This is an optimization exercise on Yosys and OpenROAD, whose aim is small area, a short achievable clock period and few clock cycles, not a production implementation. Only simulation tests tie the RTL to the original design; equivalence was not proved. Power and IR drop assume default switching activity.

<file path="run.sh">
#!/bin/bash
# synth_recipe.tcl (not shown) runs the flow's synth.tcl, then flattens the netlist and writes it again
# the make line also repeats each setting of config.mk as NAME=value (left out here)
make -C /OpenROAD-flow-scripts/flow DESIGN_CONFIG=/design/flow/config.mk WORK_HOME=/design/flow/orfs CLKGATE_MAP_FILE= SYNTH_SCRIPT=/design/flow/synth_recipe.tcl finish
</file>
<file path="constraint.sdc">
create_clock -name core_clock -period 6.5 [get_ports {clk}]
set_input_delay 1.3000 -clock core_clock [delete_from_list [all_inputs] [get_ports {clk}]]
set_output_delay 1.3000 -clock core_clock [all_outputs]
set_load 0.01 [all_outputs]
</file>
<file path="design.v">
module collatz_range #(
    parameter int RAM_WORDS     = 256,
    parameter int RAM_ADDR_BITS = 8
) (
    input  logic        clk,
    input  logic        reset,
    input  logic        go,
    input  logic [31:0] start,
    output logic        done,
    output logic [15:0] count
);
    typedef enum logic [1:0] {IDLE, LOAD, RUN, DONE} state_t;
    state_t                   state, state_nxt;
    logic [31:0]              base;
    logic [31:0]              n;
    logic [RAM_ADDR_BITS-1:0] i;
    logic [15:0]              cnt;
    logic [15:0]              mem [RAM_WORDS];
    logic terminal, last;
    assign terminal = (n == 32'd0) || (n == 32'd1);
    assign last     = (i == RAM_ADDR_BITS'(RAM_WORDS - 1));
    always_comb begin
        state_nxt = state;
        case (state)
            IDLE, DONE: if (go) state_nxt = LOAD;
            LOAD:       state_nxt = RUN;
            RUN:        if (terminal) state_nxt = last ? DONE : LOAD;
            default:    state_nxt = IDLE;
        endcase
    end
    always_ff @(posedge clk) begin
        if (reset) begin
            state <= IDLE;
            done  <= 1'b0;
            count <= 16'h0000;
            i     <= '0;
            n     <= 32'd0;
            cnt   <= 16'h0000;
            base  <= 32'd0;
        end else begin
            state <= state_nxt;
            count <= (state == DONE && !go) ? mem[start[RAM_ADDR_BITS-1:0]] : 16'h0000;
            case (state)
                IDLE, DONE: begin
                    if (go) begin
                        base <= start;
                        i    <= '0;
                        done <= 1'b0;
                    end
                end
                LOAD: begin
                    n   <= base + 32'(i);
                    cnt <= 16'h0001;
                end
                RUN: begin
                    if (terminal) begin
                        if (last) done <= 1'b1;
                        else      i    <= i + RAM_ADDR_BITS'(1);
                    end else begin
                        n   <= n[0] ? (n << 1) + n + 32'd1 : n >> 1;
                        cnt <= cnt + 16'h0001;
                    end
                end
                default: ;
            endcase
        end
    end
    always_ff @(posedge clk) begin
        if (!reset && state == RUN && terminal)
            mem[i] <= (n == 32'd1) ? cnt : 16'h0000;
    end
endmodule
</file>
<file path="config.mk">
export PLATFORM = sky130hd
export DESIGN_NAME = collatz_range
export DESIGN_NICKNAME = collatz_range
export VERILOG_FILES = /design/flow/design.v
export SDC_FILE = /design/flow/constraint.sdc
export NUM_CORES = 4
export LEC_CHECK = 0
export CAP_MARGIN = 20
export CORE_MARGIN = 2
export CORE_UTILIZATION = 40
export SLEW_MARGIN = 20
export SYNTH_MEMORY_MAX_BITS = 8192
</file>
==> flow_summary.ini <==
[global_routing]
grt_antenna_before_repair = 18
grt_max_degree = 209
grtUsageTotal_pct = 19.9
grt_pass1_vias = 79200
grt_overflow = 0
grt_pass1_wl_um = 594000

[yosys]
synth_cell_types = 68
dominantRegCellSynth = edfxtp_1
ys_seq_area_share_pct = 76.2
synth-edff-count = 4096
synth_area_per_cell_um2 = 22.5
async_reset_ff_share_pct = 0
syn_nets = 7421
syn_area_mm2 = 0.164
ys_seq_elements = 4203
ys_warn_count = 1
syn_inst = 7318

[clocking]
clockBufferDepth = 4
clk_latency_ns = 0.99
cts_resized = 0
cts_made_buffers = 426
cts_tree = done
cts_hold_buffers = 0
clk_pin_slew_ns = 0.06
cts_setup_buffers = 0
cts_sinks = 4203
clock-root-buffer = clkbuf_16
cts_max_level = 5

[setup_path]
reg2reg_depth = 11
cpPeakStageDelay_ns = 0.74
crit_chain = inv_1 -> ha_1 -> nand4_1 -> nor4_2 -> buf_4 -> and2_1 -> nand3b_1 -> nor3b_2 -> nand2_1 -> nor2_1 -> buf_4
endpoint = mem[163][3]$_DFFE_PP_
startpoint_type = flip-flop
critPathMostFrequentCell = buf_4
cp_data_required_time_ns = 7.14
cp_slowest_cell = nor2_1
critPathKind = reg2reg
r2r_end = mem[163][3]$_DFFE_PP_
cp_max_fo = 19
endpoint_kind = flip-flop
cp-startpoint = n[29]$_SDFFE_PP0P_
crit_arrival_ns = 5.52
r2r_start = n[29]$_SDFFE_PP0P_
regToRegSetupSlack_ns = 1.63

[sta]
tns_ns = 0
clock_skew_ns = 0.0712
fmax_mhz = 205
slew_viol_final = 0
worst_slew_pin_slew_ns = 1.18
rsz0062_at_grt = false
slew_headroom_pct = 21.4
min_period_over_period_pct = 75.0
timing.hold.ws_ns = 0.458
period_needed_ns = 4.87
hold_viol = 0
setup_viol = 0

[floorplan]
start_util_pct = 40.1
chipHeight_um = 645
die-area_mm2 = 0.416
boundaryPins = 52
coreArea_mm2 = 0.409
die_w_um = 645
rows = 235

[run]
drv_cap = 0

[power]
power.leakage_nw = 47.5
vdd_drop_max_mv = 0.228
power_density_mw_per_mm2 = 293
power.total_mw = 55.0

[finish]
layout.cells.non_filler = 13700
area_growth_pct = 14.3
fin_util_pct = 45.9
final_layout_size_suffix_gt1_share_pct = 29.7
num-nets-final = 7955

[route]
first_iter_violations = 9556
postRouteAntennaNets = 0
drc = 0
first_pass_iters = 5
drt-vias-per-instance = 5.75
wl_per_cell_um = 30.6
vias = 78600
wirelength_um = 418000

[placed_design]
place_congestion = 0.840
port_buffers = 51
placed_cells = 12900
hpwl_um = 238000

[outcome]
outcome = finished clean

[min_path]
worstHoldPathType = reg2reg
-- layer usage --
metal  part of all wire (%)  wire length, µm  up-vias  track usage (%)
li1                       -                -    32100                -
met1                     41           170000    42700             27.9
met2                     49           206000     3254             32.7
met3                    7.3            30600      586             2.92
met4                    2.9            12000        2             5.38
met5                 0.0031               13        -                0
-- kinds of logic after synthesis --
kind of cell	share of synthesized area, %
AO/OA/AOI/OAI	1.43
XOR/XNOR	0.330
adder cells (fa/ha/maj)	0.527
buffers and inverters	1.19
flip-flops	76.2
multiplexers	18.4
AND/OR/NAND/NOR	2.01
-- cells in the final DEF, fill, tap and decap left out, types with 9 or more instances in the layout --
cell,instances
buf_4,399
nor2_2,28
clkbuf_16,430
clkinv_1,109
clkbuf_1,93
mux4_2,1280
o22ai_1,20
and3_1,10
a211oi_1,51
a21o_1,18
o21a_1,12
and3_4,16
clkbuf_8,12
o211ai_1,10
dfxtp_1,107
or2_2,9
mux2_2,37
nand2_1,160
inv_1,52
clkdlybuf4s50_1,44
xor2_1,36
nand4_1,26
clkinvlp_4,16
mux2i_1,91
clkinv_2,75
a21oi_1,121
nor2b_1,22
nor3_1,31
nand3_1,38
o21ai_0,45
nor2_1,354
o221ai_1,12
xnor2_1,26
buf_12,60
diode_2,12
ha_1,66
edfxtp_1,4096
bufinv_16,27
-- layout make-up --
| type | count | area, µm² |
|---|---|---|
| inverter | 53 | 199 |
| multi-input combinational | 2653 | 37400 |
| fill | 33500 | 221000 |
| clock inverter | 253 | 2170 |
| sequential | 4203 | 125000 |
| clock buffer | 534 | 11300 |
| tap | 5451 | 6820 |
| antenna | 12 | 30.0 |
| timing repair buffer | 515 | 4840 |
-- worst min-delay path by stage --
stage / depth (start not counted) / slack, ns / endpoint / start
after floorplan: 2 / 0.44 / base[0]$_SDFFE_PP0P_ / base[0]$_SDFFE_PP0P_
after global placement: 2 / 0.45 / base[0]$_SDFFE_PP0P_ / base[0]$_SDFFE_PP0P_
after detailed placement: 2 / 0.45 / base[7]$_SDFFE_PP0P_ / base[7]$_SDFFE_PP0P_
after CTS: 2 / 0.46 / base[7]$_SDFFE_PP0P_ / base[7]$_SDFFE_PP0P_
after global routing: 2 / 0.48 / base[7]$_SDFFE_PP0P_ / base[7]$_SDFFE_PP0P_
final: 2 / 0.46 / base[0]$_SDFFE_PP0P_ / base[0]$_SDFFE_PP0P_
-- registers in the layout (all words and copies together), names as in the netlist, named ones only --
signal	count
base	32
n	31
done	1
mem	4096
cnt	16
count	16
i	8
state	2
-- metrics by stage --
stage	setup slack, ns	cell area [µm²]
floorplan	0.892	164000
global placement	0.907	174000
detailed placement	0.940	174000
CTS	1.61	188000
global route	1.37	188000
finish	1.63	188000
-- critical path, delay by kind of cell, from the launching register on --
kind                     cells  cell delay, ns
adder cells (fa/ha/maj)      1            0.23
AND/OR/NAND/NOR              7            3.23
flip-flops                   1            0.38
buffers and inverters        3            0.72
-- where the power goes --
part / switching, mW / total, mW / internal, mW / leakage, nW
logic: 1.22 / 1.96 / 0.745 / 11.8
clock network: 10.2 / 23.6 / 13.4 / 6.54
registers: 0.0923 / 29.4 / 29.3 / 29.2
total: 11.6 / 55.0 / 43.4 / 47.5
-- cell usage after synthesis (all sizes together), types with 7 or more instances --
cell / n / share of area [%]
xor2: 36 / 0.19
nor2: 383 / 0.87
o31ai: 7 / 0.032
nor2b: 22 / 0.084
nor3: 32 / 0.097
dfxtp: 107 / 1.3
o22ai: 20 / 0.076
a21oi: 121 / 0.37
a21o: 18 / 0.082
and3: 26 / 0.099
a31oi: 7 / 0.027
buf: 190 / 0.56
or3: 7 / 0.027
ha: 66 / 0.50
o211ai: 10 / 0.046
a2111oi: 7 / 0.037
nor3b: 7 / 0.035
inv: 52 / 0.12
nand2: 161 / 0.37
clkbuf: 219 / 0.50
o221ai: 12 / 0.064
nand4: 26 / 0.099
a211oi: 51 / 0.23
edfxtp: 4096 / 75
or2: 9 / 0.034
nand2b: 8 / 0.030
mux2i: 91 / 0.55
o21a: 12 / 0.055
xnor2: 26 / 0.14
a221oi: 7 / 0.037
mux2: 37 / 0.25
o21ai: 46 / 0.14
nand3: 41 / 0.12
mux4: 1280 / 18
Testbench counts, summed over its fixed seeds: cycles 1,057,684.

-- afterwards: timing with drivers on the ports --
The results above use ideal ports. As a check the final layout listed here was re-extracted and re-timed, cells and wires unchanged.
Step 1 (the two cells are an assumption about what drives the block):
set clk [get_ports {clk}]
set_driving_cell -lib_cell sky130_fd_sc_hd__clkbuf_16 $clk
set_driving_cell -lib_cell sky130_fd_sc_hd__buf_2 [delete_from_list [all_inputs] $clk]
Step 2 also shifts input and output timing later by t, the mid clock arrival at the registers, as if the neighbouring blocks saw the same clock.
a / b / c = ideal ports / drivers / drivers and shift; a / b = the first two.
t, ns: 1.071
setup slack, ns: 1.626 / 1.626 / 0.916
latest minus earliest clock arrival (ns): 0.084 / 0.084
worst register clock-pin slew, ns: 0.07 / 0.07
After both steps setup and hold are still met in this run. For this run, drivers alone change the setup slack by 0.000 ns; drivers and shift together by -0.710 ns.
